Context: an optimization exercise on an open-source flow, tuned for small area, a short achievable clock period and few clock cycles per item. The choices shown serve that exercise and are no tape-out recipe. At most, simulation tests tie the RTL to the original design; equivalence was not proved. Power and IR drop assume default switching activity.

== run A ==
Design trimmed_mean_ph_converter, start of the top module:
module trimmed_mean_ph_converter
#(
    parameter int WINDOW      = DEF_WINDOW,
    parameter int DROP        = DEF_DROP,
    parameter int SAMPLE_BITS = DEF_SAMPLE_BITS
) (
    input  logic                   i_clk,
    input  logic                   i_rst_n,
    input  logic                   i_start,
    output logic                   o_busy,
    input  logic [SAMPLE_BITS-1:0] i_sample,
    output logic                   o_valid,
    output logic signed [PH_W-1:0] o_ph_milli,
    output logic [TSUM_W-1:0]      o_trimmed_sum,
    input  logic                   i_cfg_valid,
    output logic                   o_cfg_ready,
    input  logic [CFG_IDX_W-1:0]   i_cfg_index,
    input  logic [CFG_DATA_W-1:0]  i_cfg_data
);
For scale: roughly 1,100 cells after synthesis, about 200 flip-flops, about 74 I/O pins, about 11,000 µm² of cells after synthesis.
clock: 8.0 ns
lec_check: 0
cap_margin: 20
core_margin: 2
core_utilization: 40
slew_margin: 20
standard.sh (not shown) runs the stock make flow with config.mk's settings and CLKGATE_MAP_FILE= SYNTH_SCRIPT=/design/flow/synth_recipe.tcl, a recipe that flattens the netlist after the stock synthesis.
==> flow/flow/run.sh <==
#!/bin/bash
# Standard ORFS flow; port buffers are sky130_fd_sc_hd__buf_2; repair aims for 5 ns setup margin;
# clock tree from clkbuf_16 clusters of up to 30 sinks, no dummy loads.
set -euo pipefail
export BUFFER_PORTS_ARGS="-buffer_cell sky130_fd_sc_hd__buf_2"
export CTS_ARGS="-sink_clustering_enable -repair_clock_nets -dont_use_dummy_load -sink_clustering_size 30 -sink_clustering_max_diameter 100 -buf_list sky130_fd_sc_hd__clkbuf_16 -distance_between_buffers 500 -branching_point_buffers_distance 500"
bash standard.sh SETUP_SLACK_MARGIN=5 finish > make_finish.log 2>&1
Run A: flow completed, timing, DRC and antenna clean
Testbench counts of run A, summed over its fixed seeds: cycles 16,272, windows 1,600.
Edits applied to the flow inputs when going from run A to run B:
==> flow/flow/run.sh <==
#!/bin/bash
# Layout flow: the standard ORFS flow, with two changes to how the layout
# is made (the design, clock period and constraints are unchanged):
#  - port buffers are plain buffers (sky130_fd_sc_hd__buf_2) instead of the
#    delay cells buffer_ports picks by default; every port still gets one;
#  - timing repair aims for a setup slack margin of 5.5 ns.
# Each tool's full output goes to its own log in this folder and under
# orfs/logs/.
set -euo pipefail
export BUFFER_PORTS_ARGS="-buffer_cell sky130_fd_sc_hd__buf_2"
bash standard.sh SETUP_SLACK_MARGIN=5.5 finish > make_finish.log 2>&1
Findings:
The higher detailed route wirelength on metal3 of run B and run A is in run B.
Run B — sequential share of power 13 points lower, run A as reference
Against run A, final area in run B rose by more than 10%.
Diff run A -> run B: proportion of cell area spent on the clock network went up 3.2 points; global router's overall resource usage saw an increase.
Power in run B is 0.52 mW above run A.
diff inputs: run B => run C
==> flow/flow/run.sh <==
#!/bin/bash
set -euo pipefail
export BUFFER_PORTS_ARGS="-buffer_cell sky130_fd_sc_hd__buf_2"
export CTS_ARGS="-sink_clustering_enable -repair_clock_nets -dont_use_dummy_load -sink_clustering_size 18 -sink_clustering_max_diameter 150 -buf_list sky130_fd_sc_hd__clkbuf_16 -distance_between_buffers 2000 -branching_point_buffers_distance 2000 -sink_clustering_levels 1"
bash standard.sh SETUP_SLACK_MARGIN=5 finish > make_finish.log 2>&1
Findings:
- Cmp run C and run B / met3 wire length / higher: run B
- Max cell count along the critical path across run C and run B: run B
- For total wirelength of the detailed-routed design, dividing the value from run C by the value from run B gives 0.867.

---

Another version of the RTL of trimmed_mean_ph_converter (not shown whole).
For scale: about 74 I/O pins, roughly 0.011 mm² of cells after synthesis.
Settings: LEC_CHECK=0, CAP_MARGIN=20, CORE_MARGIN=2, CORE_UTILIZATION=40, SLEW_MARGIN=20; clock period 8.0 ns.
==> flow/flow/run.sh <==
#!/bin/bash
# Standard ORFS flow; port buffers are sky130_fd_sc_hd__buf_2; repair aims for 5 ns setup margin;
# clock tree from clkbuf_16 clusters of up to 30 sinks, no dummy loads.
set -euo pipefail
export BUFFER_PORTS_ARGS="-buffer_cell sky130_fd_sc_hd__buf_2"
export CTS_ARGS="-sink_clustering_enable -repair_clock_nets -dont_use_dummy_load -sink_clustering_size 30 -sink_clustering_max_diameter 100 -buf_list sky130_fd_sc_hd__clkbuf_16 -distance_between_buffers 500 -branching_point_buffers_distance 500"
bash standard.sh SETUP_SLACK_MARGIN=5 finish > make_finish.log 2>&1
Then changed:
==> flow/flow/run.sh (replaced) <==
#!/bin/bash
set -euo pipefail
export BUFFER_PORTS_ARGS="-buffer_cell sky130_fd_sc_hd__buf_2"
export CTS_ARGS="-sink_clustering_enable -repair_clock_nets -dont_use_dummy_load -sink_clustering_size 25 -sink_clustering_max_diameter 150 -buf_list sky130_fd_sc_hd__clkbuf_16 -root_buf sky130_fd_sc_hd__clkbuf_16 -distance_between_buffers 2000 -branching_point_buffers_distance 2000"
bash standard.sh SETUP_SLACK_MARGIN=5.3 finish > make_finish.log 2>&1
Result: The changed run produced a clean layout; cell count grows by 0.57%; synthesized cell count is unchanged; power goes up by 2.0%; die area stays the same; synthesized area is unchanged; global-route usage rose by 0.22 points; sequential power is about the same; core utilization is higher by 0.67 points; count of clock-buffer cells in the layout goes up by 1; routed wire length rose by 2.2%.
Function was not checked in any run of this note: the RTL went through the layout flow alone.

---

the baseline:
Another version of the RTL of trimmed_mean_ph_converter (not shown whole).
For scale: roughly 180 flip-flops, about 74 I/O pins.
==> flow/config.mk <==
export PLATFORM = sky130hd
export DESIGN_NAME = trimmed_mean_ph_converter
export DESIGN_NICKNAME = trimmed_mean_ph_converter
export VERILOG_FILES = /design/flow/design.v
export SDC_FILE = /design/flow/constraint.sdc
export NUM_CORES = 4
export LEC_CHECK = 0
export CAP_MARGIN = 20
export CORE_MARGIN = 2
export CORE_UTILIZATION = 40
export SETUP_SLACK_MARGIN = 5
export SLEW_MARGIN = 20
==> flow/constraint.sdc <==
create_clock -name core_clock -period 8.0 [get_ports {i_clk}]
set_input_delay 1.6000 -clock core_clock [delete_from_list [all_inputs] [get_ports {i_clk}]]
set_output_delay 1.6000 -clock core_clock [all_outputs]
set_load 0.01 [all_outputs]
run.sh (not shown) runs the stock make flow with config.mk's settings and CLKGATE_MAP_FILE= SYNTH_SCRIPT=/design/flow/synth_recipe.tcl, a recipe that flattens the netlist after the stock synthesis.
Stock flow here: none of the scripts above is used.
#### Input delta (the candidate over the baseline)
# the baseline
export LEC_CHECK = 0
export CAP_MARGIN = 20
export CORE_MARGIN = 2
export CORE_UTILIZATION = 40
export SETUP_SLACK_MARGIN = 5
export SLEW_MARGIN = 20
create_clock -name core_clock -period 8.0 [get_ports {i_clk}]
# the candidate
export LEC_CHECK = 0
export CAP_MARGIN = 20
export CORE_MARGIN = 2
export CORE_UTILIZATION = 40
export SLEW_MARGIN = 20
create_clock -name core_clock -period 8.0 [get_ports {i_clk}]
==> run summary <==
Est. power | the candidate vs the baseline | the candidate lower
Compared with the baseline, the candidate shows first-pass GRT wire length that has gone down by a little under 10%.
The candidate vs the baseline: proportion of total power due to net switching down
From the baseline to the candidate, number of sequential cells did not move at all.
The candidate packs its core more loosely than the baseline.
No functional check of the RTL was part of any run of this note.

---

Setup of v28:
Another version of the RTL of trimmed_mean_ph_converter (not shown whole).
Size in the first run: ~1500 cells after synthesis, roughly 11000 um2 of cells after synthesis.
Settings: LEC_CHECK=0, ABC_AREA=1, CAP_MARGIN=20, CORE_MARGIN=2, CORE_UTILIZATION=40, SLEW_MARGIN=20; clock period 8.0 ns.
standard.sh (not shown) runs the stock make flow with config.mk's settings and CLKGATE_MAP_FILE= SYNTH_SCRIPT=/design/flow/synth_recipe.tcl, a recipe that flattens the netlist after the stock synthesis.
==> flow/flow/run.sh <==
#!/bin/bash
# Layout flow: the standard ORFS flow (standard.sh, unchanged synthesis),
# with three changes to how the layout is made; the design, clock period and
# constraints are unchanged:
#  - every port still gets a buffer, but a plain sky130_fd_sc_hd__buf_2
#    instead of the delay cell buffer_ports picks by default;
#  - the clock tree uses clkbuf_16 clusters of up to 25 sinks and no dummy
#    loads;
#  - timing repair aims for a setup slack margin of 5.2 ns.
# make's full output goes to make_finish.log in this folder; each ORFS step
# keeps its own log under orfs/logs/.
set -euo pipefail
export BUFFER_PORTS_ARGS="-buffer_cell sky130_fd_sc_hd__buf_2"
export CTS_ARGS="-sink_clustering_enable -repair_clock_nets -dont_use_dummy_load -sink_clustering_size 25 -sink_clustering_max_diameter 150 -buf_list sky130_fd_sc_hd__clkbuf_16 -root_buf sky130_fd_sc_hd__clkbuf_16 -distance_between_buffers 2000 -branching_point_buffers_distance 2000"
bash standard.sh SETUP_SLACK_MARGIN=5.3 finish > make_finish.log 2>&1
v28 finished every step from synthesis to the final layout, and the layout passed the timing, DRC and antenna checks.
Testbench counts of v28, summed over its fixed seeds: cycles 16,272, windows 1,600.
The inputs of v19 differ from those of v28 as listed below.
- changing ABC_AREA from 1 to 0
Findings:
Sequential area share after synthesis (lower): v28. Against v28, post-synthesis instance total in v19 fell by more than 10%. Worst slack on hold paths, v28 and v19: larger value in v19.
Input changes introduced in v49 (baseline for comparison: v19):
- changing ABC_AREA from 0 to 1
-- flow/flow/run.sh --
<<< v19, line 15
bash standard.sh SETUP_SLACK_MARGIN=5.3 finish > make_finish.log 2>&1
>>> v49, line 15
bash standard.sh SETUP_SLACK_MARGIN=5.2 finish > make_finish.log 2>&1
[summary]
Buffering stage count on the worst path with inverters included for v49: 1 down relative to v19
The peak-usage layer in the global routing report comes out met1 in one run and met2 in the other, namely in v19 and v49 respectively.
On v49: global-route total usage across every layer is 1.0 points higher than what v19 gave.
Changes observed in v49 relative to v19: number of logic inverters in the finished layout went up 169, combinational share of power went up by 7.9 points, maximum frequency -about 1.4%.
Re proportion of total power due to net switching: v49 is 5.0 points up on v19.

---

lane 1:
trimmed_mean_ph_converter, a different RTL version from the one above (not shown whole).
Size in the first run: about 1,200 cells after synthesis, ~74 I/O pins.
export LEC_CHECK = 0
export CAP_MARGIN = 20
export CORE_MARGIN = 2
export CORE_UTILIZATION = 40
export SLEW_MARGIN = 20
create_clock -name core_clock -period 8.0 [get_ports {i_clk}]
==> flow/flow/run.sh <==
#!/bin/bash
set -euo pipefail
export BUFFER_PORTS_ARGS="-buffer_cell sky130_fd_sc_hd__buf_2"
export CTS_ARGS="-sink_clustering_enable -repair_clock_nets -dont_use_dummy_load -sink_clustering_size 25 -sink_clustering_max_diameter 150 -buf_list sky130_fd_sc_hd__clkbuf_16 -root_buf sky130_fd_sc_hd__clkbuf_16 -distance_between_buffers 2000 -branching_point_buffers_distance 2000"
bash standard.sh SETUP_SLACK_MARGIN=5.2 finish > make_finish.log 2>&1
diff inputs: lane 1 => lane 2
-- flow/flow/run.sh --
<<< lane 1, line 5
bash standard.sh SETUP_SLACK_MARGIN=5.2 finish > make_finish.log 2>&1
>>> lane 2, line 5
bash standard.sh SETUP_SLACK_MARGIN=5.3 finish > make_finish.log 2>&1
--- outcome ---
- Re register-to-register slack: lane 2 and lane 1 aren't equal, and the higher value belongs to lane 1.
- Any difference in detail-routed net length per standard cell between lane 1 and lane 2 is small enough to ignore.
- Summary: post-layout minimum cycle time, lane 2 better than lane 1
- Relative to lane 1, the net count of the finished layout of lane 2 is higher by about 1.4%.
- Max aggregate routed wire length across lane 2 and lane 1: lane 2
- In the metrics for lane 2 and lane 1, the one carrying the lower instance count on the critical path is lane 1.
Function was not checked in any run of this note: the RTL went through the layout flow alone.

port drivers added, routing unchanged:
In the flow no input, the clock included, has a driving cell. The finished layouts below were timed again as built, in two steps.
Step 1 (the two cells are an assumption about what drives the block):
set clk [get_ports {i_clk}]
set_driving_cell -lib_cell sky130_fd_sc_hd__clkbuf_16 $clk
set_driving_cell -lib_cell sky130_fd_sc_hd__buf_2 [delete_from_list [all_inputs] $clk]
Step 2, shift: input delay + t, output delay - t, t = (earliest + latest rising clock arrival at the registers) / 2. This alone moves slack from input paths to output paths.
a / b / c = no drivers / after step 1 / after step 2; a / b = the first two.
run | t, ns | setup WS [ns] | hold slack, ns | worst register clock-pin slew, ns
run A | 0.495 | 5.134 / 5.134 / 5.134 | 0.461 / 0.461 / 0.461 | 0.12 / 0.12
run B | 0.557 | 5.264 / 5.243 / 5.260 | 0.454 / 0.454 / 0.454 | 0.07 / 0.07
run C | 0.500 | 5.145 / 5.145 / 5.111 | 0.453 / 0.453 / 0.453 | 0.08 / 0.08
the first run of note 2 | 0.502 | 5.234 / 5.209 / 5.098 | 0.439 / 0.439 / 0.439 | 0.12 / 0.12
the second run of note 2 | 0.488 | 5.346 / 5.304 / 5.110 | 0.444 / 0.444 / 0.444 | 0.11 / 0.11
the baseline | 0.479 | 4.551 / 4.551 / 4.551 | 0.447 / 0.447 / 0.447 | 0.08 / 0.08
the candidate | 0.474 | 3.704 / 3.704 / 3.704 | 0.444 / 0.444 / 0.444 | 0.08 / 0.08
v28 | 0.493 | 5.338 / 5.288 / 4.965 | 0.409 / 0.409 / 0.409 | 0.10 / 0.10
v19 | 0.495 | 5.328 / 5.312 / 5.091 | 0.435 / 0.435 / 0.435 | 0.10 / 0.10
v49 | 0.494 | 5.290 / 5.240 / 4.988 | 0.408 / 0.408 / 0.408 | 0.10 / 0.10
lane 1 | 0.490 | 5.231 / 5.185 / 5.157 | 0.439 / 0.439 / 0.439 | 0.10 / 0.10
lane 2 | 0.499 | 5.282 / 5.282 / 5.109 | 0.463 / 0.463 / 0.463 | 0.10 / 0.10
After both steps every run listed still meets setup and hold. The setup slack of v28, which loses most, moves by -0.050 ns with the drivers and by -0.373 ns with both steps.
